This is an optimization exercise on Yosys and OpenROAD, whose aim is small area, a short achievable clock period and few clock cycles per item, not a production implementation. In this exercise RTL edits were held to simulation tests only and were not proved equivalent to the original. Power and IR drop assume default switching activity.

==> inputs of garnet <==
==> flow/design.v <==
package spq_pkg;
  localparam int TAG_W  = 16;
  localparam int PRIO_W = 8;
  localparam logic CMD_ENQ = 1'b0;
  localparam logic CMD_DEQ = 1'b1;
  typedef struct packed {
    logic              cmd;
    logic [TAG_W-1:0]  task_tag;
    logic [PRIO_W-1:0] prio;
  } in_word_t;
  typedef struct packed {
    logic [TAG_W-1:0] front_tag;
    logic             queue_empty;
    logic             overflow;
  } out_word_t;
  typedef struct packed {
    logic load_item;   
    logic exec;        
  } spq_cmd_t;
  typedef struct packed {
    logic full;
    logic empty;
  } spq_status_t;
endpackage
module spq_ctrl (
  input  logic clk,
  input  logic rst_n,
  input  logic in_valid,
  output logic in_ready,
  output logic out_valid,
  input  logic out_ready,
  output logic accept
);
  logic out_valid_r;
  assign in_ready  = !out_valid_r || out_ready;
  assign accept    = in_valid && in_ready;
  assign out_valid = out_valid_r;
  always_ff @(posedge clk) begin
    if (!rst_n) begin
      out_valid_r <= 1'b0;
    end else if (accept) begin
      out_valid_r <= 1'b1;
    end else if (out_ready) begin
      out_valid_r <= 1'b0;
    end
  end
endmodule
module spq_dp #(
  parameter int DEPTH = 16
) (
  input  logic               clk,
  input  logic               rst_n,
  input  logic               accept,
  input  spq_pkg::in_word_t  in_data,
  output spq_pkg::out_word_t out_data
);
  logic [spq_pkg::TAG_W-1:0]  tags_r  [DEPTH];
  logic [spq_pkg::PRIO_W-1:0] prios_r [DEPTH];
  logic [DEPTH-1:0]           valid_r;
  logic                       ovf_r;
  logic [DEPTH-1:0]           above;      
  logic [DEPTH-1:0]           sel_new, sel_up;
  logic                       is_enq, do_enq, do_deq;
  logic [spq_pkg::TAG_W-1:0]  front_r, second_tag;
  logic [DEPTH-2:0]           is_second;
  logic                       any_ahead;
  assign is_enq = (in_data.cmd == spq_pkg::CMD_ENQ);
  assign do_enq = accept && is_enq && !valid_r[DEPTH-1];
  assign do_deq = accept && !is_enq;
  function automatic logic prio_gt(input logic [spq_pkg::PRIO_W-1:0] a,
                                   input logic [spq_pkg::PRIO_W-1:0] b);
    logic gt;
    gt = 1'b0;
    for (int k = 0; k < spq_pkg::PRIO_W; k++) begin
      gt = (a[k] & ~b[k]) | (~(a[k] ^ b[k]) & gt);
    end
    prio_gt = gt;
  endfunction
  always_comb begin
    for (int i = 0; i < DEPTH; i++) begin
      above[i] = !valid_r[i] || prio_gt(prios_r[i], in_data.prio);
    end
    for (int i = 0; i < DEPTH; i++) begin
      sel_up[i]  = do_enq && (i > 0) && above[(i > 0) ? i - 1 : 0];
      sel_new[i] = do_enq && above[i] && ((i == 0) || !above[(i > 0) ? i - 1 : 0]);
    end
  end
  for (genvar g = 0; g < DEPTH; g++) begin : g_cell
    localparam int GP = (g > 0) ? g - 1 : 0;
    logic keep;
    assign keep = !(sel_up[g] || sel_new[g]);
    always_ff @(posedge clk) begin
      tags_r[g]  <= ({spq_pkg::TAG_W{keep}}        & tags_r[g])
                  | ({spq_pkg::TAG_W{sel_up[g]}}   & tags_r[GP])
                  | ({spq_pkg::TAG_W{sel_new[g]}}  & in_data.task_tag);
      prios_r[g] <= ({spq_pkg::PRIO_W{keep}}       & prios_r[g])
                  | ({spq_pkg::PRIO_W{sel_up[g]}}  & prios_r[GP])
                  | ({spq_pkg::PRIO_W{sel_new[g]}} & in_data.prio);
    end
  end
  always_ff @(posedge clk) begin
    if (!rst_n) begin
      valid_r <= '0;
    end else if (do_enq) begin
      valid_r <= {valid_r[DEPTH-2:0], 1'b1};
    end else if (do_deq) begin
      valid_r <= {1'b0, valid_r[DEPTH-1:1]};
    end
  end
  always_ff @(posedge clk) begin
    if (accept) begin
      ovf_r <= is_enq && valid_r[DEPTH-1];
    end
  end
  always_comb begin
    any_ahead  = 1'b0;
    second_tag = '0;
    for (int i = 0; i < DEPTH; i++) begin
      any_ahead = any_ahead || (valid_r[i] && above[i]);
    end
    for (int i = 0; i < DEPTH - 1; i++) begin
      is_second[i] = valid_r[i + 1] && ((i + 2 >= DEPTH) || !valid_r[(i + 2 < DEPTH) ? i + 2 : i]);
      second_tag   = second_tag | ({spq_pkg::TAG_W{is_second[i]}} & tags_r[i]);
    end
  end
  logic front_new, front_keep;
  assign front_new  = do_enq && !any_ahead;
  assign front_keep = !(front_new || do_deq);
  always_ff @(posedge clk) begin
    front_r <= ({spq_pkg::TAG_W{front_new}}  & in_data.task_tag)
             | ({spq_pkg::TAG_W{do_deq}}     & second_tag)
             | ({spq_pkg::TAG_W{front_keep}} & front_r);
  end
  assign out_data.front_tag   = front_r;
  assign out_data.queue_empty = !valid_r[0];
  assign out_data.overflow    = ovf_r;
endmodule
module sorted_priority_queue #(
  parameter int DEPTH = 16
) (
  input  logic               clk,
  input  logic               rst_n,
  input  logic               in_valid,
  output logic               in_ready,
  input  logic [24:0]        in_data,
  output logic               out_valid,
  input  logic               out_ready,
  output logic [17:0]        out_data
);
  spq_pkg::in_word_t  in_word;
  spq_pkg::out_word_t out_word;
  logic               accept;
  assign in_word  = in_data;
  assign out_data = out_word;
  spq_ctrl u_ctrl (
    .clk       (clk),
    .rst_n     (rst_n),
    .in_valid  (in_valid),
    .in_ready  (in_ready),
    .out_valid (out_valid),
    .out_ready (out_ready),
    .accept    (accept)
  );
  spq_dp #(
    .DEPTH (DEPTH)
  ) u_dp (
    .clk      (clk),
    .rst_n    (rst_n),
    .accept   (accept),
    .in_data  (in_word),
    .out_data (out_word)
  );
endmodule
==> flow/run.sh <==
#!/bin/bash
# synth_recipe.tcl (not shown) runs the flow's synth.tcl, then flattens the netlist and writes it again
# the make line also repeats each setting of config.mk as NAME=value (left out here)
make -C /OpenROAD-flow-scripts/flow DESIGN_CONFIG=/design/flow/config.mk WORK_HOME=/design/flow/orfs CLKGATE_MAP_FILE= SYNTH_SCRIPT=/design/flow/synth_recipe.tcl finish
==> flow/config.mk <==
export PLATFORM = sky130hd
export DESIGN_NAME = sorted_priority_queue
export DESIGN_NICKNAME = sorted_priority_queue
export VERILOG_FILES = /design/flow/design.v
export SDC_FILE = /design/flow/constraint.sdc
export NUM_CORES = 4
export LEC_CHECK = 0
export CAP_MARGIN = 20
export CORE_MARGIN = 2
export CORE_UTILIZATION = 40
export SETUP_SLACK_MARGIN = 2.7
export SLEW_MARGIN = 20
==> flow/constraint.sdc <==
create_clock -name core_clock -period 6.0 [get_ports {clk}]
set_input_delay 1.2000 -clock core_clock [delete_from_list [all_inputs] [get_ports {clk}]]
set_output_delay 1.2000 -clock core_clock [all_outputs]
set_load 0.01 [all_outputs]
==> sierra: changes against garnet <==
--- a/flow/design.v
+++ b/flow/design.v
@@ -58,10 +58,6 @@
   logic [spq_pkg::PRIO_W-1:0] prios_r [DEPTH];
-  logic [DEPTH-1:0]           valid_r;
+  logic [DEPTH-1:0]           valid_r;    
   logic                       ovf_r;
-  logic [DEPTH-1:0]           above;      
-  logic [DEPTH-1:0]           sel_new, sel_up;
+  logic [DEPTH-1:0]           ahead;
   logic                       is_enq, do_enq, do_deq;
-  logic [spq_pkg::TAG_W-1:0]  front_r, second_tag;
-  logic [DEPTH-2:0]           is_second;
-  logic                       any_ahead;
   assign is_enq = (in_data.cmd == spq_pkg::CMD_ENQ);
@@ -69,18 +65,5 @@
   assign do_deq = accept && !is_enq;
-  function automatic logic prio_gt(input logic [spq_pkg::PRIO_W-1:0] a,
-                                   input logic [spq_pkg::PRIO_W-1:0] b);
-    logic gt;
-    gt = 1'b0;
-    for (int k = 0; k < spq_pkg::PRIO_W; k++) begin
-      gt = (a[k] & ~b[k]) | (~(a[k] ^ b[k]) & gt);
-    end
-    prio_gt = gt;
-  endfunction
   always_comb begin
     for (int i = 0; i < DEPTH; i++) begin
-      above[i] = !valid_r[i] || prio_gt(prios_r[i], in_data.prio);
-    end
-    for (int i = 0; i < DEPTH; i++) begin
-      sel_up[i]  = do_enq && (i > 0) && above[(i > 0) ? i - 1 : 0];
-      sel_new[i] = do_enq && above[i] && ((i == 0) || !above[(i > 0) ? i - 1 : 0]);
+      ahead[i] = valid_r[i] && (prios_r[i] > in_data.prio);
     end
@@ -88,12 +71,15 @@
   for (genvar g = 0; g < DEPTH; g++) begin : g_cell
-    localparam int GP = (g > 0) ? g - 1 : 0;
-    logic keep;
-    assign keep = !(sel_up[g] || sel_new[g]);
     always_ff @(posedge clk) begin
-      tags_r[g]  <= ({spq_pkg::TAG_W{keep}}        & tags_r[g])
-                  | ({spq_pkg::TAG_W{sel_up[g]}}   & tags_r[GP])
-                  | ({spq_pkg::TAG_W{sel_new[g]}}  & in_data.task_tag);
-      prios_r[g] <= ({spq_pkg::PRIO_W{keep}}       & prios_r[g])
-                  | ({spq_pkg::PRIO_W{sel_up[g]}}  & prios_r[GP])
-                  | ({spq_pkg::PRIO_W{sel_new[g]}} & in_data.prio);
+      if (do_enq && !ahead[g]) begin
+        if (g == 0 || ahead[(g > 0) ? g - 1 : 0]) begin
+          tags_r[g]  <= in_data.task_tag;
+          prios_r[g] <= in_data.prio;
+        end else begin
+          tags_r[g]  <= tags_r[(g > 0) ? g - 1 : 0];
+          prios_r[g] <= prios_r[(g > 0) ? g - 1 : 0];
+        end
+      end else if (do_deq && (g < DEPTH - 1)) begin
+        tags_r[g]  <= tags_r[(g < DEPTH - 1) ? g + 1 : g];
+        prios_r[g] <= prios_r[(g < DEPTH - 1) ? g + 1 : g];
+      end
     end
@@ -114,22 +100,3 @@
   end
-  always_comb begin
-    any_ahead  = 1'b0;
-    second_tag = '0;
-    for (int i = 0; i < DEPTH; i++) begin
-      any_ahead = any_ahead || (valid_r[i] && above[i]);
-    end
-    for (int i = 0; i < DEPTH - 1; i++) begin
-      is_second[i] = valid_r[i + 1] && ((i + 2 >= DEPTH) || !valid_r[(i + 2 < DEPTH) ? i + 2 : i]);
-      second_tag   = second_tag | ({spq_pkg::TAG_W{is_second[i]}} & tags_r[i]);
-    end
-  end
-  logic front_new, front_keep;
-  assign front_new  = do_enq && !any_ahead;
-  assign front_keep = !(front_new || do_deq);
-  always_ff @(posedge clk) begin
-    front_r <= ({spq_pkg::TAG_W{front_new}}  & in_data.task_tag)
-             | ({spq_pkg::TAG_W{do_deq}}     & second_tag)
-             | ({spq_pkg::TAG_W{front_keep}} & front_r);
-  end
-  assign out_data.front_tag   = front_r;
+  assign out_data.front_tag   = valid_r[0] ? tags_r[0] : '0;
   assign out_data.queue_empty = !valid_r[0];
SETUP_SLACK_MARGIN = not set   (was 2.7)
==> summary of the runs <==
- Against garnet, the clock skew of sierra is lower by 0.017 ns.
- In garnet the flip-flop and latch count is lower than in sierra, by 8.
- Routed wire length: garnet is higher than sierra (about 60%).
- Of garnet and sierra, garnet has the higher cell count (gap about 2.8%, measured against sierra).
- Critical path depth is the same in garnet and sierra.
- Power: sierra is lower than garnet (32%).
Testbench counts of garnet, summed over its fixed seeds: cycles 16,008, items 16,000.
Testbench counts of sierra, summed over its fixed seeds: cycles 16,008, items 16,000.

==> afterwards: timing with drivers on the ports <==
Ports are ideal in the flow. The routed layouts listed here were re-timed in OpenROAD. Step 1, drivers: a clkbuf_16 drives clk and a buf_2 each remaining input, both assumed. Step 2, shift: input delay + t, output delay - t, t = (earliest + latest rising clock arrival at the registers) / 2. This alone moves slack from input paths to output paths. Three values: no drivers, after step 1, after step 2; two values: the first two.
| run | t, ns | setup WS [ns] | worst hold slack (ns) | worst slew at a driven data input, ns | pins driven straight from the clock port |
|---|---|---|---|---|---|
| garnet | 0.655 | 2.185 / 2.195 / 1.540 | 0.456 / 0.456 / 0.456 | 0.05 | 1 |
| sierra | 0.649 | 1.867 / 1.899 / 1.250 | 0.552 / 0.552 / 0.552 | 0.05 | 1 |
After both steps every run listed still meets setup and hold. The setup slack of garnet, which loses most, moves by +0.010 ns with the drivers and by -0.645 ns with both steps.
